Background: an optimization exercise with open tools, aiming at small area, a short achievable clock period and few clock cycles. Do not read the settings as production practice.
Function was checked by simulation only, so behaviour that the tests miss may differ from the original.
Power and IR drop assume default switching activity.

== main ==
==> module mtsf_match, before the edit <==
module mtsf_match (
  input  logic                          clk_i,
  input  logic                          valid_i,    
  input  logic                          rec_i,      
  input  logic [7:0]                    data_i,     
  input  logic [mtsf_pkg::CharsW-1:0]   chars_i,
  input  logic [mtsf_pkg::LensW-1:0]    lens_i,
  output logic                          all_found_o
);
  localparam int ByteW = mtsf_pkg::ByteW;
  localparam int LenW  = mtsf_pkg::LenW;
  localparam int TL    = mtsf_pkg::MaxTermLen;
  logic [mtsf_pkg::MaxTerms-1:0] term_ok;
  for (genvar t = 0; t < mtsf_pkg::MaxTerms; t++) begin : g_term
    logic [TL-1:0]   cmask, start, pm_q;
    logic [TL:0]     pm_up;
    logic            seen_q;
    logic [LenW-1:0] len;
    assign len = lens_i[t*LenW +: LenW];
    logic [4:0] hi_le;
    logic [7:0] lo_le;
    for (genvar h = 0; h < 5; h++) begin : g_hi
      assign hi_le[h] = (len[5:3] <= 3'(h));
    end
    for (genvar m = 0; m < 8; m++) begin : g_lo
      assign lo_le[m] = (len[2:0] <= 3'(m));
    end
    for (genvar p = 0; p < TL; p++) begin : g_pos
      assign cmask[p] = (chars_i[(t*TL+p)*ByteW +: ByteW] == data_i);
      assign start[p] = hi_le[(p + 1) / 8] && lo_le[(p + 1) % 8];
    end
    assign pm_up = {1'b1, pm_q};
    always_ff @(posedge clk_i) begin
      if (valid_i) begin
        pm_q   <= (pm_up[TL:1] | start) & cmask;
        seen_q <= (seen_q | pm_q[0]) & rec_i;
      end
    end
    assign term_ok[t] = seen_q || pm_q[0] || (len == '0);
  end
  assign all_found_o = &term_ok;
endmodule
==> module multi_term_substring_filter_top, before the edit <==
module multi_term_substring_filter_top (
  input  logic        clk_i,
  input  logic        rst_ni,
  input  logic        s_axis_tvalid,
  output logic        s_axis_tready,
  input  logic [7:0]  s_axis_tdata,    
  input  logic [1:0]  s_axis_tuser,    
  output logic        m_axis_tvalid,
  input  logic        m_axis_tready,
  output logic [23:0] m_axis_tdata     
);
  logic                        in_valid_q;
  logic                        in_rec_q, in_end_q, in_clr_q, in_app_sp_q, in_app_ch_q;
  logic [mtsf_pkg::ByteW-1:0]  in_data_q;    
  logic [mtsf_pkg::ByteW-1:0]  in_rbyte_q;   
  logic                        out_valid_q, out_valid_d;
  logic [1:0]                  out_res_q, out_res_d;
  logic                        out_load;
  logic                        skid_valid_q, skid_valid_d;
  logic [1:0]                  skid_res_q, skid_res_d;
  logic [mtsf_pkg::IndexW-1:0] idx_q, idx_d;
  logic                        rdy_d, rdy_q;
  logic                        tvalid_q, tready_q;
  logic [1:0]                  tres_q;
  logic [mtsf_pkg::IndexW-1:0] tidx_q;
  logic                        take, push, pop, take_end, take_ch;
  logic [1:0]                  res;
  logic [mtsf_pkg::CharsW-1:0] chars;
  logic [mtsf_pkg::LensW-1:0]  lens;
  logic                        overflow;
  logic                        all_found;
  assign take     = s_axis_tvalid && rdy_q;
  assign take_end = take && (s_axis_tuser == mtsf_pkg::FuncEnd);
  assign take_ch  = take && (s_axis_tuser == mtsf_pkg::FuncAppend) &&
                    (s_axis_tdata != mtsf_pkg::SpaceChar);
  assign push     = in_end_q;
  assign pop      = out_valid_q && m_axis_tready;
  assign res      = {overflow, all_found};
  always_comb begin
    out_valid_d  = out_valid_q;
    skid_valid_d = skid_valid_q;
    skid_res_d   = skid_res_q;
    if (pop) begin
      out_valid_d  = skid_valid_q;
      skid_valid_d = 1'b0;
    end
    if (push) begin
      if (!out_valid_d) begin
        out_valid_d = 1'b1;
      end else begin
        skid_valid_d = 1'b1;
        skid_res_d   = res;
      end
    end
  end
  assign out_load  = (!out_valid_q || pop) && (skid_valid_q || push);
  assign out_res_d = out_load ? (skid_valid_q ? skid_res_q : res) : out_res_q;
  assign rdy_d = !out_valid_d || (!skid_valid_d && !take_end);
  assign idx_d = pop ? idx_q + mtsf_pkg::IndexW'(1) : idx_q;
  always_ff @(posedge clk_i or negedge rst_ni) begin
    if (!rst_ni) begin
      rdy_q <= 1'b1;
    end else begin
      rdy_q <= rdy_d;
    end
  end
  always_ff @(posedge clk_i or negedge rst_ni) begin
    if (!rst_ni) begin
      in_valid_q   <= 1'b0;
      in_rec_q     <= 1'b0;
      in_end_q     <= 1'b0;
      in_clr_q     <= 1'b0;
      in_app_sp_q  <= 1'b0;
      in_app_ch_q  <= 1'b0;
      out_valid_q  <= 1'b0;
      skid_valid_q <= 1'b0;
      idx_q        <= '0;
    end else begin
      in_valid_q   <= take;
      in_rec_q     <= take && (s_axis_tuser == mtsf_pkg::FuncRecord);
      in_end_q     <= take_end;
      in_clr_q     <= take && (s_axis_tuser == mtsf_pkg::FuncClear);
      in_app_sp_q  <= take && (s_axis_tuser == mtsf_pkg::FuncAppend) &&
                      (s_axis_tdata == mtsf_pkg::SpaceChar);
      in_app_ch_q  <= take_ch;
      out_valid_q  <= out_valid_d;
      skid_valid_q <= skid_valid_d;
      idx_q        <= idx_d;
    end
  end
  always_ff @(posedge clk_i) begin
    in_data_q  <= s_axis_tdata;
    in_rbyte_q <= (s_axis_tuser == mtsf_pkg::FuncRecord) ? s_axis_tdata : mtsf_pkg::SpaceChar;
    if (out_load) begin
      out_res_q <= out_res_d;
    end
    tres_q     <= out_res_d;
    skid_res_q <= skid_res_d;
    tvalid_q   <= out_valid_d;
    tready_q   <= rdy_d;
    tidx_q     <= idx_d;
  end
  mtsf_query u_query (
    .clk_i      (clk_i),
    .rst_ni     (rst_ni),
    .clr_i      (in_clr_q),
    .app_sp_i   (in_app_sp_q),
    .app_ch_i   (in_app_ch_q),
    .nxt_ch_i   (take_ch),
    .data_i     (in_data_q),
    .chars_o    (chars),
    .lens_o     (lens),
    .overflow_o (overflow)
  );
  mtsf_match u_match (
    .clk_i       (clk_i),
    .valid_i     (in_valid_q),
    .rec_i       (in_rec_q),
    .data_i      (in_rbyte_q),
    .chars_i     (chars),
    .lens_i      (lens),
    .all_found_o (all_found)
  );
  assign s_axis_tready = tready_q;
  assign m_axis_tvalid = tvalid_q;
  assign m_axis_tdata  = {6'd0, tres_q, tidx_q};
endmodule
==> flow/config.mk <==
export PLATFORM = sky130hd
export DESIGN_NAME = multi_term_substring_filter_top
export DESIGN_NICKNAME = multi_term_substring_filter_top
export VERILOG_FILES = /design/flow/design.v
export SDC_FILE = /design/flow/constraint.sdc
export NUM_CORES = 4
export LEC_CHECK = 0
export CAP_MARGIN = 20
export CORE_MARGIN = 2
export CORE_UTILIZATION = 70
export CTS_CLUSTER_DIAMETER = 175
export CTS_CLUSTER_SIZE = 24
export SETUP_SLACK_MARGIN = 3.6
export SLEW_MARGIN = 20
==> flow/constraint.sdc <==
create_clock -name core_clock -period 6.0 [get_ports {clk_i}]
set_input_delay 1.2000 -clock core_clock [delete_from_list [all_inputs] [get_ports {clk_i}]]
set_output_delay 1.2000 -clock core_clock [all_outputs]
set_load 0.01 [all_outputs]
run.sh (not shown) runs the stock make flow with config.mk's settings and CLKGATE_MAP_FILE= SYNTH_SCRIPT=/design/flow/synth_recipe.tcl, a recipe that flattens the netlist after the stock synthesis.
Testbench counts of main, summed over its fixed seeds: cycles 52,612.
Changes in the feature branch relative to main:
--- a/flow/design.v
+++ b/flow/design.v
@@ -95,13 +95,13 @@
   assign overflow_o = ovf_q;
 endmodule
 module mtsf_match (
   input  logic                          clk_i,
   input  logic                          valid_i,    
   input  logic                          rec_i,      
-  input  logic [7:0]                    data_i,     
+  input  logic [7:0]                    data_i,
   input  logic [mtsf_pkg::CharsW-1:0]   chars_i,
   input  logic [mtsf_pkg::LensW-1:0]    lens_i,
   output logic                          all_found_o
 );
   localparam int ByteW = mtsf_pkg::ByteW;
   localparam int LenW  = mtsf_pkg::LenW;
@@ -110,28 +110,20 @@
   for (genvar t = 0; t < mtsf_pkg::MaxTerms; t++) begin : g_term
     logic [TL-1:0]   cmask, start, pm_q;
     logic [TL:0]     pm_up;
     logic            seen_q;
     logic [LenW-1:0] len;
     assign len = lens_i[t*LenW +: LenW];
-    logic [4:0] hi_le;
-    logic [7:0] lo_le;
-    for (genvar h = 0; h < 5; h++) begin : g_hi
-      assign hi_le[h] = (len[5:3] <= 3'(h));
-    end
-    for (genvar m = 0; m < 8; m++) begin : g_lo
-      assign lo_le[m] = (len[2:0] <= 3'(m));
-    end
     for (genvar p = 0; p < TL; p++) begin : g_pos
       assign cmask[p] = (chars_i[(t*TL+p)*ByteW +: ByteW] == data_i);
-      assign start[p] = hi_le[(p + 1) / 8] && lo_le[(p + 1) % 8];
+      assign start[p] = (len <= LenW'(p + 1));
     end
     assign pm_up = {1'b1, pm_q};
     always_ff @(posedge clk_i) begin
       if (valid_i) begin
-        pm_q   <= (pm_up[TL:1] | start) & cmask;
+        pm_q   <= (pm_up[TL:1] | start) & cmask & {TL{rec_i}};
         seen_q <= (seen_q | pm_q[0]) & rec_i;
       end
     end
     assign term_ok[t] = seen_q || pm_q[0] || (len == '0);
   end
   assign all_found_o = &term_ok;
@@ -146,23 +138,20 @@
   output logic        m_axis_tvalid,
   input  logic        m_axis_tready,
   output logic [23:0] m_axis_tdata     
 );
   logic                        in_valid_q;
   logic                        in_rec_q, in_end_q, in_clr_q, in_app_sp_q, in_app_ch_q;
-  logic [mtsf_pkg::ByteW-1:0]  in_data_q;    
-  logic [mtsf_pkg::ByteW-1:0]  in_rbyte_q;   
+  logic [mtsf_pkg::ByteW-1:0]  in_data_q;
   logic                        out_valid_q, out_valid_d;
   logic [1:0]                  out_res_q, out_res_d;
-  logic                        out_load;
   logic                        skid_valid_q, skid_valid_d;
   logic [1:0]                  skid_res_q, skid_res_d;
   logic [mtsf_pkg::IndexW-1:0] idx_q, idx_d;
   logic                        rdy_d, rdy_q;
   logic                        tvalid_q, tready_q;
-  logic [1:0]                  tres_q;
   logic [mtsf_pkg::IndexW-1:0] tidx_q;
   logic                        take, push, pop, take_end, take_ch;
   logic [1:0]                  res;
   logic [mtsf_pkg::CharsW-1:0] chars;
   logic [mtsf_pkg::LensW-1:0]  lens;
   logic                        overflow;
@@ -173,29 +162,30 @@
                     (s_axis_tdata != mtsf_pkg::SpaceChar);
   assign push     = in_end_q;
   assign pop      = out_valid_q && m_axis_tready;
   assign res      = {overflow, all_found};
   always_comb begin
     out_valid_d  = out_valid_q;
+    out_res_d    = out_res_q;
     skid_valid_d = skid_valid_q;
     skid_res_d   = skid_res_q;
     if (pop) begin
       out_valid_d  = skid_valid_q;
+      out_res_d    = skid_res_q;
       skid_valid_d = 1'b0;
     end
     if (push) begin
       if (!out_valid_d) begin
         out_valid_d = 1'b1;
+        out_res_d   = res;
       end else begin
         skid_valid_d = 1'b1;
         skid_res_d   = res;
       end
     end
   end
-  assign out_load  = (!out_valid_q || pop) && (skid_valid_q || push);
-  assign out_res_d = out_load ? (skid_valid_q ? skid_res_q : res) : out_res_q;
   assign rdy_d = !out_valid_d || (!skid_valid_d && !take_end);
   assign idx_d = pop ? idx_q + mtsf_pkg::IndexW'(1) : idx_q;
   always_ff @(posedge clk_i or negedge rst_ni) begin
     if (!rst_ni) begin
       rdy_q <= 1'b1;
     end else begin
@@ -225,17 +215,13 @@
       skid_valid_q <= skid_valid_d;
       idx_q        <= idx_d;
     end
   end
   always_ff @(posedge clk_i) begin
     in_data_q  <= s_axis_tdata;
-    in_rbyte_q <= (s_axis_tuser == mtsf_pkg::FuncRecord) ? s_axis_tdata : mtsf_pkg::SpaceChar;
-    if (out_load) begin
-      out_res_q <= out_res_d;
-    end
-    tres_q     <= out_res_d;
+    out_res_q  <= out_res_d;
     skid_res_q <= skid_res_d;
     tvalid_q   <= out_valid_d;
     tready_q   <= rdy_d;
     tidx_q     <= idx_d;
   end
   mtsf_query u_query (
@@ -251,15 +237,15 @@
     .overflow_o (overflow)
   );
   mtsf_match u_match (
     .clk_i       (clk_i),
     .valid_i     (in_valid_q),
     .rec_i       (in_rec_q),
-    .data_i      (in_rbyte_q),
+    .data_i      (in_data_q),
     .chars_i     (chars),
     .lens_i      (lens),
     .all_found_o (all_found)
   );
   assign s_axis_tready = tready_q;
   assign m_axis_tvalid = tvalid_q;
-  assign m_axis_tdata  = {6'd0, tres_q, tidx_q};
+  assign m_axis_tdata  = {6'd0, out_res_q, tidx_q};
 endmodule
Notes after the runs:
Both conditions hold for the feature branch: the flow ran to the end and the final layout passed the timing, DRC and antenna checks.
Measured against main, the multi-input gate count of the feature branch comes out at 1.06 times the reference value.
From main to the feature branch the numbers moved as follows: count of clock-buffer cells in the layout increased by about 6% relative to the old numbers; post-route met1 wirelength increased about 4%; switching power total now smaller; worst path setup slack after routing went up 17 ps.
[the feature branch] total die area rose 3200 um2 relative to main
Of the two values seen for class of the tightest hold or removal check, in -> async was produced by the feature branch and reg -> reg by main.
Testbench counts of the feature branch, summed over its fixed seeds: cycles 52,612.

[re-timing with driven ports]
No port has a modelled driver above. Below, the same layouts with a new extraction and two added sets of constraints. Step 1 assumes that a clkbuf_16 drives the clock port and a buf_2 every other input. Step 2 adds t to the input delays and takes it off the output delays; t is the mean of the earliest and latest rising clock arrival at the registers after step 1. Input paths then give back, and output paths get back, about the clock's delay inside the block. Slacks: ideal / step 1 / step 2; pairs: ideal / step 1.
| run | t, ns | setup slack, ns | slew at the worst register clock pin (ns) |
|---|---|---|---|
| main | 0.823 | 3.540 / 3.456 / 2.811 | 0.10 / 0.10 |
| the feature branch | 0.820 | 3.557 / 3.482 / 2.895 | 0.11 / 0.11 |
After both steps setup and hold are still met in every run listed. The setup slack of main, which loses most, moves by -0.084 ns with the drivers and by -0.729 ns with both steps.
